This is an optimization exercise on Yosys and OpenROAD, whose aim is small area and a short achievable clock period, not a production implementation. The RTL was checked by simulation tests, not by an equivalence proof against the original design. Power is estimated from default activity; no workload was simulated.

run 1:
Design loadStoreUnit, start of the top module:
module loadStoreUnit #(
    parameter int unsigned TimerStep = 1
) (
    input  logic clk,
    input  logic arstN,
    input  logic reqValid,
    input  logic reqWrite,
    input  rvMemPkg::widthCode reqWidth,
    input  logic [rvMemPkg::xlen-1:0] reqAddr,
    input  logic [rvMemPkg::xlen-1:0] reqWdata,
    input  logic [rvMemPkg::xlen-1:0] rdataMem,
    input  logic memStall,
    output logic busy,
    output logic done,
    output logic [rvMemPkg::xlen-1:0] rdData,
    output logic [rvMemPkg::xlen-1:0] address,
    output logic weMem,
    output logic reMem,
    output logic [rvMemPkg::xlen-1:0] wdataMem,
    output logic [rvMemPkg::maskWidth-1:0] wmaskMem,
    output logic timerIrq
);
    logic [rvMemPkg::xlen-1:0] heldAddr;
    logic [rvMemPkg::xlen-1:0] heldWdata;
    logic [rvMemPkg::maskWidth-1:0] heldMask;
    logic [1:0] heldSize;
    logic [2:0] loadBase;
    logic [7:0] loadExtSel;
    logic captureLoad;
    logic timerRead;
    logic timerReadMtime;
    logic timerReadMtimecmp;
    logic writeMtime;
    logic writeMtimecmp;
    logic acceptMtimecmpWrite;
    logic [3:0] notLoadMtimecmp;
    logic [rvMemPkg::xlen-1:0] mtime;
    logic [rvMemPkg::xlen-1:0] mtimecmp;
    accessControl uAccessControl (
        .clk(clk),
        .arstN(arstN),
        .reqValid(reqValid),
        .reqWrite(reqWrite),
        .reqWidth(reqWidth),
        .reqAddr(reqAddr),
        .reqWdata(reqWdata),
        .memStall(memStall),
        .busy(busy),
        .done(done),
        .weMem(weMem),
        .reMem(reMem),
        .heldAddr(heldAddr),
        .heldWdata(heldWdata),
        .heldMask(heldMask),
        .heldSize(heldSize),
        .loadBase(loadBase),
        .loadExtSel(loadExtSel),
        .captureLoad(captureLoad),
        .timerRead(timerRead),
        .timerReadMtime(timerReadMtime),
        .timerReadMtimecmp(timerReadMtimecmp),
        .writeMtime(writeMtime),
        .writeMtimecmp(writeMtimecmp),
        .acceptMtimecmpWrite(acceptMtimecmpWrite),
  ...
For scale: roughly 2,100 cells after synthesis, ~410 I/O pins, ~23,000 um2 of cells after synthesis.
export LEC_CHECK = 0
export CAP_MARGIN = 20
export CORE_MARGIN = 2
export CORE_UTILIZATION = 50
export CTS_BUF_LIST = sky130_fd_sc_hd__clkbuf_8
export CTS_CLUSTER_DIAMETER = 70
export CTS_CLUSTER_SIZE = 12
export PLACE_DENSITY = 0.7
export SETUP_SLACK_MARGIN = 1.8
export SLEW_MARGIN = 20
export SYNTH_HIERARCHICAL = 1
create_clock -name core_clock -period 4.1 [get_ports {clk}]
standard.sh (not shown) runs the stock make flow with config.mk's settings and CLKGATE_MAP_FILE= SYNTH_SCRIPT=/design/flow/synth_recipe.tcl, a recipe that flattens the netlist after the stock synthesis.
==> flow/flow/run.sh <==
#!/bin/bash
# The standard layout, with plain buffers on the ports instead of the
# delay cells buffer_ports picks by default. Every port still gets a buffer.
set -euo pipefail
export BUFFER_PORTS_ARGS="-buffer_cell sky130_fd_sc_hd__buf_1"
bash standard.sh > standard.log 2>&1
What run 2 does differently from run 1 at the input level:
Settings: TNS_END_PERCENT newly set to 20; CORE_UTILIZATION changed from 50 to 55; SETUP_SLACK_MARGIN changed from 1.8 to 1.9; PLACE_DENSITY removed (was 0.7).
[summary]
When the final numbers for run 2 and run 1 were put side by side, the cell area turned out to be greater in run 2.
The total power per unit cell area reported for run 2 is smaller than that of run 1 by 4.2 nW/um2.
Run 1 → run 2: worst supply voltage drop on vdd rose 16%, hold slack fell 54 ps, clock share of power dropped 0.4 points, fraction of power consumed by combinational cells comparable.
NOTE: clock tree buffer count of the final layout in run 2 falls short of that of run 1
Lower final net count goes to run 1 over run 2.
Run 2 — post-cts resize count 4 higher, run 1 as reference
Across both runs, routed wire length was lower for run 2 than for run 1.
Compared to run 1, run 2 has die footprint 4300 um2 lower.
Inputs modified between run 2 and run 3:
Settings: TNS_END_PERCENT: 20 -> 0.
==> run notes <==
- Re synthesized area per cell: no difference whatsoever between run 3 and run 2.
- Non-clock buffer total of the final layout, run 3 vs run 2: down by a little under 10%
- [run 3 vs run 2] count of TritonRoute iterations in the first routing pass: lower in run 3
- Summary: total power, run 3 better than run 2
- All of run 3 and run 2 finish clean.

== alpha ==
loadStoreUnit, a different RTL version from the one above (not shown whole).
Size: roughly 2000 cells after synthesis, about 370 flip-flops, ~23000 sq um of cells after synthesis.
export LEC_CHECK = 0
export CAP_MARGIN = 20
export CORE_MARGIN = 2
export CORE_UTILIZATION = 55
export CTS_BUF_LIST = sky130_fd_sc_hd__clkbuf_8
export SETUP_SLACK_MARGIN = 1.8
export SLEW_MARGIN = 20
export SYNTH_HIERARCHICAL = 1
create_clock -name core_clock -period 4.1 [get_ports {clk}]
Scripts as last shown in full above: flow/flow/run.sh
For beta, these inputs were changed with respect to alpha:
diff --git a/flow/config.mk b/flow/config.mk
--- a/flow/config.mk
+++ b/flow/config.mk
@@ -12 +12 @@
-export SETUP_SLACK_MARGIN = 1.8
+export SETUP_SLACK_MARGIN = 2.0
- beta went all the way through synthesis, placement and routing and the layout is clean on timing, DRC and antenna.
- Class of the most critical setup path: input pin to flip-flop -> beta, flip-flop to flip-flop -> alpha
- beta does worse than alpha on hold slack.
- Number of fillers in the final layout for beta: 174 down relative to alpha
- Going from alpha to beta, fmax shrank slightly.
- Diff alpha and beta: portion of total power attributed to combinational logic lower in alpha

== before ==
loadStoreUnit with an RTL version that a note above also has.
Size: roughly 2100 cells after synthesis, roughly 410 I/O pins, roughly 0.023 mm² of cells after synthesis.
export LEC_CHECK = 0
export CAP_MARGIN = 20
export CORE_MARGIN = 2
export CORE_UTILIZATION = 55
export CTS_BUF_LIST = sky130_fd_sc_hd__clkbuf_8
export CTS_CLUSTER_DIAMETER = 70
export CTS_CLUSTER_SIZE = 12
export PLACE_DENSITY = 0.75
export SETUP_SLACK_MARGIN = 1.8
export SLEW_MARGIN = 20
export SYNTH_HIERARCHICAL = 1
create_clock -name core_clock -period 4.1 [get_ports {clk}]
Scripts as last shown in full above: flow/flow/run.sh
before: done, clean on timing, DRC and antenna
The inputs of after differ from those of before as listed below.
Settings: swapping 1.8 for 1.85 in SETUP_SLACK_MARGIN; swapping 0.75 for 0.7 in PLACE_DENSITY.
==> run notes <==
- | well-tap cell count | after vs before | ≈ equal |
- Re routed length per placed instance: before and after aren't equal, and the lower value belongs to before.
- Of the two values seen for uppermost layer routed, met4 was produced by after and met5 by before.
- No stage failed in after, and the final checks on the layout all came back clean.
- after ends up with a non-clock buffer count that is about 0.7% higher than in before.
- Looking at worst supply voltage drop on vdd, after sits about 11% above before.
- Fraction of met3 tracks used by global routing sits lower in after than in before.
- Delta (after minus before): via count essentially unchanged; worst setup slack after placement decreased 190 ps; share of the clock period used by the worst path after layout decreased 0.66 points.

[re-timing with driven ports]
Ports are ideal in the flow. The routed layouts listed here were re-timed in OpenROAD.
Step 1 sets driving cells, clkbuf_16 on the clock port and buf_2 on the other inputs (assumed; they add their load-dependent delay and slew).
Step 2 also shifts input and output timing later by t, the mid clock arrival at the registers, as if the neighbouring blocks saw the same clock.
Three values: ideal ports, drivers, drivers and shift; two values: the first two.
run | shift t [ns] | slack for setup (ns) | pins driven straight from the clock port
run 1 | 0.688 | 1.773 / 1.773 / 1.149 | 1
run 2 | 0.677 | 1.815 / 1.827 / 1.167 | 1
run 3 | 0.675 | 1.705 / 1.713 / 1.051 | 1
alpha | 0.683 | 1.859 / 1.859 / 1.201 | 1
beta | 0.694 | 1.841 / 1.845 / 1.151 | 1
before | 0.670 | 1.863 / 1.863 / 1.258 | 1
after | 0.686 | 1.890 / 1.813 / 1.127 | 1
After both steps setup and hold are still met in every run listed. The setup slack of after, which loses most, moves by -0.077 ns with the drivers and by -0.763 ns with both steps.
